This design comes from an exercise in tuning for small area on the open sky130 flow, not from production work. Function was checked by simulation only, so behaviour that the tests miss may differ from the original. Power and IR drop assume default switching activity. No driver is modelled on the clock port, so clocking that relies on it looks cheaper here than on a real chip.

Setup of red:
==> flow/design.v <==
`timescale 1ns/100ps
package fprint_pkg;
	localparam int addr_width = 8;
	localparam int data_width = 32;
	localparam int num_phys_cores = 16;
	localparam int phys_width = $clog2(num_phys_cores);
	localparam int offset_width = addr_width - phys_width;
	localparam int task_width = 4;
	localparam int num_tasks = 2 ** task_width;
	localparam int crc_width = 32;
	localparam int half_width = crc_width / 2;
	localparam logic [offset_width-1:0] cs_offset = 0;
	localparam logic [offset_width-1:0] crc_offset = 1;
	localparam logic [offset_width-1:0] map_offset = 2;
	localparam int checkout_bit = 4;
	localparam int block_bit = 5;
endpackage
`timescale 1ns/100ps
`timescale 1ns/100ps
`timescale 1ns/100ps
`timescale 1ns/100ps
`timescale 1ns/100ps
module fprint_unit #(
	parameter int ram_addr_width = 4
) (
	input  logic                              clk,
	input  logic                              reset,
	input  logic [fprint_pkg::addr_width-1:0] address,
	input  logic                              write,
	input  logic [fprint_pkg::data_width-1:0] writedata,
	output logic                              waitrequest,
	output logic                              mismatch,
	output logic [fprint_pkg::task_width-1:0] mismatch_task,
	output logic                              verified,
	output logic [fprint_pkg::task_width-1:0] verified_task
);
	localparam int nslot = 14;
	localparam int ew    = 36;    
	typedef enum logic [3:0] {
		s_idle  = 4'd0,
		s_reg   = 4'd1,    
		s_drop  = 4'd2,    
		s_lo1   = 4'd3,    
		s_lo2   = 4'd4,
		s_hi1   = 4'd5,    
		s_hi2   = 4'd6,
		s_hi3   = 4'd7,
		s_hi4   = 4'd8,
		s_wr    = 4'd9,    
		s_wrp   = 4'd10,   
		s_v1    = 4'd11,   
		s_v2    = 4'd12,   
		s_v3    = 4'd13
	} state_t;
	state_t state;
	logic [3:0]  phys;
	logic [3:0]  offset;
	logic [3:0]  wr_task;
	logic [15:0] wr_half;
	logic        lc;
	logic        checked_out;
	logic        crc_sel;
	logic [15:0] core_map;
	logic [15:0] co0, co1, ci0, ci1;
	logic [15:0] cb;
	logic [15:0] dw, dv;
	logic        reg_cs, set_co, set_ci;
	logic        req;
	logic [3:0]  vtask;
	logic [15:0] lobuf0, lobuf1;
	logic [15:0] lo_sel;
	logic [ew-1:0] entry;
	logic [nslot-1:0][ew-1:0] ring;
	logic [3:0]  hp;         
	logic [3:0]  tp;         
	logic        empty;
	logic        leader;     
	logic        ins_pend;
	logic        is_pop;
	logic        ins0, ins1, ins2;
	logic        rd0, rd1, rd2;
	logic        rd_any;
	logic [ew-1:0] rd;
	logic        diff_q;
	logic [3:0]  mt_q;
	logic        start;
	assign phys    = address[7:4];
	assign offset  = address[3:0];
	assign wr_task = writedata[3:0];
	assign wr_half = writedata[31:16];
	assign crc_sel = (offset == 4'd1);
	assign lc          = core_map[phys];
	assign checked_out = lc ? co1[wr_task] : co0[wr_task];
	assign cb          = ci0 & ci1;
	assign start  = (state == s_idle) && write;
	assign is_pop = !empty && (leader != lc);
	always_ff @(posedge clk or posedge reset) begin
		if (reset) begin
			state <= s_idle;
		end else begin
			case (state)
				s_idle: begin
					if (write) begin
						if (!crc_sel)
							state <= s_reg;
						else if (!checked_out)
							state <= s_drop;
						else if (writedata[fprint_pkg::block_bit])
							state <= s_hi1;
						else
							state <= s_lo1;
					end else if (req) begin
						state <= s_v1;
					end
				end
				s_reg:   state <= s_wr;
				s_drop:  state <= s_wr;
				s_lo1:   state <= s_lo2;
				s_lo2:   state <= s_wr;
				s_hi1:   state <= s_hi2;
				s_hi2:   state <= s_hi3;
				s_hi3:   state <= s_hi4;
				s_hi4:   state <= is_pop ? s_wrp : s_wr;
				s_v1:    state <= s_v2;
				s_v2:    state <= s_v3;
				default: state <= s_idle;
			endcase
		end
	end
	assign waitrequest = !((state == s_wr) || (state == s_wrp));
	assign mismatch    = (state == s_wrp) && diff_q;
	assign mismatch_task = mt_q;
	assign verified      = (state == s_v2);
	assign verified_task = vtask;
	assign dw = 16'd1 << wr_task;
	assign dv = (state == s_v1) ? (16'd1 << vtask) : 16'd0;
	assign reg_cs  = (state == s_reg) && (offset == 4'd0);
	assign set_co  = reg_cs && writedata[fprint_pkg::checkout_bit];
	assign set_ci  = reg_cs && !writedata[fprint_pkg::checkout_bit];
	always_ff @(posedge clk) begin
		if (reset)
			core_map <= '0;
		else if (state == s_reg && offset == 4'd2)
			core_map[phys] <= writedata[0];
	end
	always_ff @(posedge clk) begin
		if (reset) begin
			co0 <= '0;
			co1 <= '0;
			ci0 <= '0;
			ci1 <= '0;
		end else begin
			co0 <= ~dv & (co0 | ({16{set_co && !lc}} & dw));
			co1 <= ~dv & (co1 | ({16{set_co &&  lc}} & dw));
			ci0 <= ~dv & (ci0 | ({16{set_ci && !lc}} & dw & co0));
			ci1 <= ~dv & (ci1 | ({16{set_ci &&  lc}} & dw & co1));
		end
	end
	function automatic logic [3:0] lowest_task(input logic [15:0] mask);
		lowest_task = '0;
		for (int i = 15; i >= 0; i = i - 1) begin
			if (mask[i])
				lowest_task = i[3:0];
		end
	endfunction
	always_ff @(posedge clk or posedge reset) begin
		if (reset) begin
			req <= 1'b0;
		end else if (req) begin
			if (state == s_v2)
				req <= 1'b0;
		end else if (state != s_v3 && empty && (|cb)) begin
			req <= 1'b1;
		end
	end
	always_ff @(posedge clk) begin
		if (!req && state != s_v3)
			vtask <= lowest_task(cb);
	end
	always_ff @(posedge clk) begin
		if (start && crc_sel && checked_out && !writedata[fprint_pkg::block_bit]) begin
			if (lc) lobuf1 <= wr_half;
			else    lobuf0 <= wr_half;
		end
	end
	assign lo_sel = lc ? lobuf1 : lobuf0;
	assign entry  = {wr_half, lo_sel, wr_task};
	function automatic logic [3:0] step(input logic [3:0] p, input logic two);
		logic [3:0] n1;
		case (p)
			4'd13:   n1 = 4'd0;
			default: n1 = p + 4'd1;
		endcase
		case (n1)
			4'd13:   step = two ? 4'd0 : n1;
			default: step = two ? n1 + 4'd1 : n1;
		endcase
	endfunction
	assign ins0 = ins_pend && (tp == 4'd13);
	assign ins1 = ins_pend && (tp == 4'd4);
	assign ins2 = ins_pend && (tp == 4'd9);
	always_ff @(posedge clk or posedge reset) begin
		if (reset) begin
			hp       <= '0;
			tp       <= '0;
			empty    <= 1'b1;
			leader   <= 1'b0;
			ins_pend <= 1'b0;
		end else begin
			hp <= step(hp, state == s_hi4 && is_pop);
			tp <= step(tp, ins0 || ins1 || ins2);
			if (start && crc_sel && checked_out && writedata[fprint_pkg::block_bit] && !is_pop)
				ins_pend <= 1'b1;
			else if (ins0 || ins1 || ins2)
				ins_pend <= 1'b0;
			if (state == s_hi3 && !is_pop) begin
				empty  <= 1'b0;
				leader <= lc;
			end else if (state == s_hi4 && is_pop) begin
				empty  <= (step(hp, 1'b0) == tp);
			end
		end
	end
	always_ff @(posedge clk) begin
		for (int p = 0; p < nslot; p = p + 1)
			ring[p] <= ring[(p + nslot - 1) % nslot];
		if (ins0) ring[0]  <= entry;
		if (ins1) ring[5]  <= entry;
		if (ins2) ring[10] <= entry;
	end
	assign rd0 = (hp == 4'd0);
	assign rd1 = (hp == 4'd5);
	assign rd2 = (hp == 4'd10);
	assign rd_any = rd0 || rd1 || rd2;
	assign rd = ({ew{rd0}} & ring[0]) | ({ew{rd1}} & ring[5]) | ({ew{rd2}} & ring[10]);
	always_ff @(posedge clk) begin
		if (rd_any) begin
			diff_q <= (rd != entry);
			mt_q   <= lc ? rd[3:0] : wr_task;
		end
	end
endmodule
clock: 5.0 ns
lec_check: 0
cap_margin: 20
core_margin: 2
core_utilization: 40
slew_margin: 20
standard.sh (not shown) runs the stock make flow with config.mk's settings and CLKGATE_MAP_FILE= SYNTH_SCRIPT=/design/flow/synth_recipe.tcl, a recipe that flattens the netlist after the stock synthesis.
==> flow/flow/run.sh <==
#!/bin/bash
# Standard ORFS layout with three changes:
#  - synthesis is the standard flow's script with an area-oriented ABC mapping script
#    (flow/area_synth.tcl, flow/area.abc);
#  - the port buffers are the smallest buffer cell;
#  - clock tree synthesis clusters 30 sinks per leaf buffer and adds no dummy
#    loads.
# Runs in the standard flow's work folder. Each tool run's full output goes to a log here:
# synth.log (synthesis) and standard.log (the rest); ORFS's per-step logs stay
# under orfs/logs.
set -euo pipefail
W=$PWD
export FLOW_WORK=$W
export AREA_ABC_SCRIPT=$W/flow/area.abc
export BUFFER_PORTS_ARGS="-buffer_cell sky130_fd_sc_hd__buf_1"
export CTS_ARGS="-sink_clustering_enable -repair_clock_nets -sink_clustering_size 30 -sink_clustering_max_diameter 100 -dont_use_dummy_load"
# standard.sh with our synthesis script in place of synth_recipe.tcl
sed "s#SYNTH_SCRIPT=[^ ]*synth_recipe.tcl#SYNTH_SCRIPT=$W/flow/area_synth.tcl#" standard.sh > area_standard.sh
grep -q "SYNTH_SCRIPT=$W/flow/area_synth.tcl" area_standard.sh
bash area_standard.sh synth > synth.log 2>&1
bash standard.sh finish > standard.log 2>&1
==> flow/flow/area.abc <==
&get -n
&st
&syn2
&dch -f
&nf -a -R 1000
&put
==> flow/flow/area_synth.tcl <==
# The standard flow's synthesis script (synth_recipe.tcl, sourced unchanged), except that
# the ABC technology-mapping step runs flow/area.abc, an area-oriented script,
# in place of ORFS's speed script. Registers are mapped before ABC runs, so
# they come out as in the standard synthesis.
proc abc {args} {
  set keep {}
  set skip 0
  foreach a $args {
    if {$skip} { set skip 0; continue }
    if {$a in {-script -D -constr}} { set skip 1; continue }
    lappend keep $a
  }
  yosys abc -script $::env(AREA_ABC_SCRIPT) {*}$keep
}
source $::env(FLOW_WORK)/synth_recipe.tcl
The inputs of blue differ from those of red as listed below.
--- a/flow/design.v
+++ b/flow/design.v
@@ -64,13 +64,15 @@
 	logic [15:0] co0, co1, ci0, ci1;
 	logic [15:0] cb;
 	logic [15:0] dw, dv;
 	logic        reg_cs, set_co, set_ci;
 	logic        req;
 	logic [3:0]  vtask;
-	logic [15:0] lobuf0, lobuf1;
+	logic [15:0] lo_a, lo_b;
+	logic        lo_ph;
+	logic        lo_wr;
 	logic [15:0] lo_sel;
 	logic [ew-1:0] entry;
 	logic [nslot-1:0][ew-1:0] ring;
 	logic [3:0]  hp;         
 	logic [3:0]  tp;         
 	logic        empty;
@@ -174,19 +176,25 @@
 		end
 	end
 	always_ff @(posedge clk) begin
 		if (!req && state != s_v3)
 			vtask <= lowest_task(cb);
 	end
-	always_ff @(posedge clk) begin
-		if (start && crc_sel && checked_out && !writedata[fprint_pkg::block_bit]) begin
-			if (lc) lobuf1 <= wr_half;
-			else    lobuf0 <= wr_half;
-		end
-	end
-	assign lo_sel = lc ? lobuf1 : lobuf0;
+	always_ff @(posedge clk or posedge reset) begin
+		if (reset)
+			lo_ph <= 1'b0;
+		else
+			lo_ph <= !lo_ph;
+	end
+	assign lo_wr = ((state == s_lo1) || (start && crc_sel && checked_out && !writedata[fprint_pkg::block_bit]))
+	               && (lc == lo_ph);
+	always_ff @(posedge clk) begin
+		lo_a <= lo_b;
+		lo_b <= lo_wr ? wr_half : lo_a;
+	end
+	assign lo_sel = (lc == lo_ph) ? lo_a : lo_b;
 	assign entry  = {wr_half, lo_sel, wr_task};
 	function automatic logic [3:0] step(input logic [3:0] p, input logic two);
 		logic [3:0] n1;
 		case (p)
 			4'd13:   n1 = 4'd0;
 			default: n1 = p + 4'd1;
--- outcome ---
- Compared with red, blue instantiates a larger number of cells.
- blue vs red: worst hold slack down in blue
- Relative to red, the die area measured on blue has decreased slightly.
- As far as final area is concerned, red and blue perform about the same.
- The run with more routed wire is blue, not red.
- The area after synthesis of blue falls short of that of red by 68 µm².
- Via count normalized by instance count delta (blue -> red): insignificant
- Compared with red, blue shows a clock group share of total power that is 0.4 points higher.
- In the reports for red and blue, the larger maximum number of pins on one net before global-route repair belongs to blue.
- Compared with red, blue shows a lower area used by sequential logic in the layout.
- In terms of total global routing track utilization, blue and red differ only marginally.

## afterwards: timing with drivers on the ports
In the flow no input, the clock included, has a driving cell. The finished layouts below were timed again as built, in two steps.
Step 1 (the two cells are an assumption about what drives the block):
set clk [get_ports {clk}]
set_driving_cell -lib_cell sky130_fd_sc_hd__clkbuf_16 $clk
set_driving_cell -lib_cell sky130_fd_sc_hd__buf_2 [delete_from_list [all_inputs] $clk]
Step 2 also shifts input and output timing later by t, the mid clock arrival at the registers, as if the neighbouring blocks saw the same clock.
Three values: no drivers, after step 1, after step 2; two values: the first two.
run | t (ns) | setup WS [ns] | worst setup path at the end
red | 0.609 | 0.982 / 1.012 / 0.403 | input to register
blue | 0.597 | 0.959 / 0.994 / 0.398 | input to register
After both steps setup and hold are still met in every run listed. The setup slack of red, which loses most, moves by +0.030 ns with the drivers and by -0.579 ns with both steps.
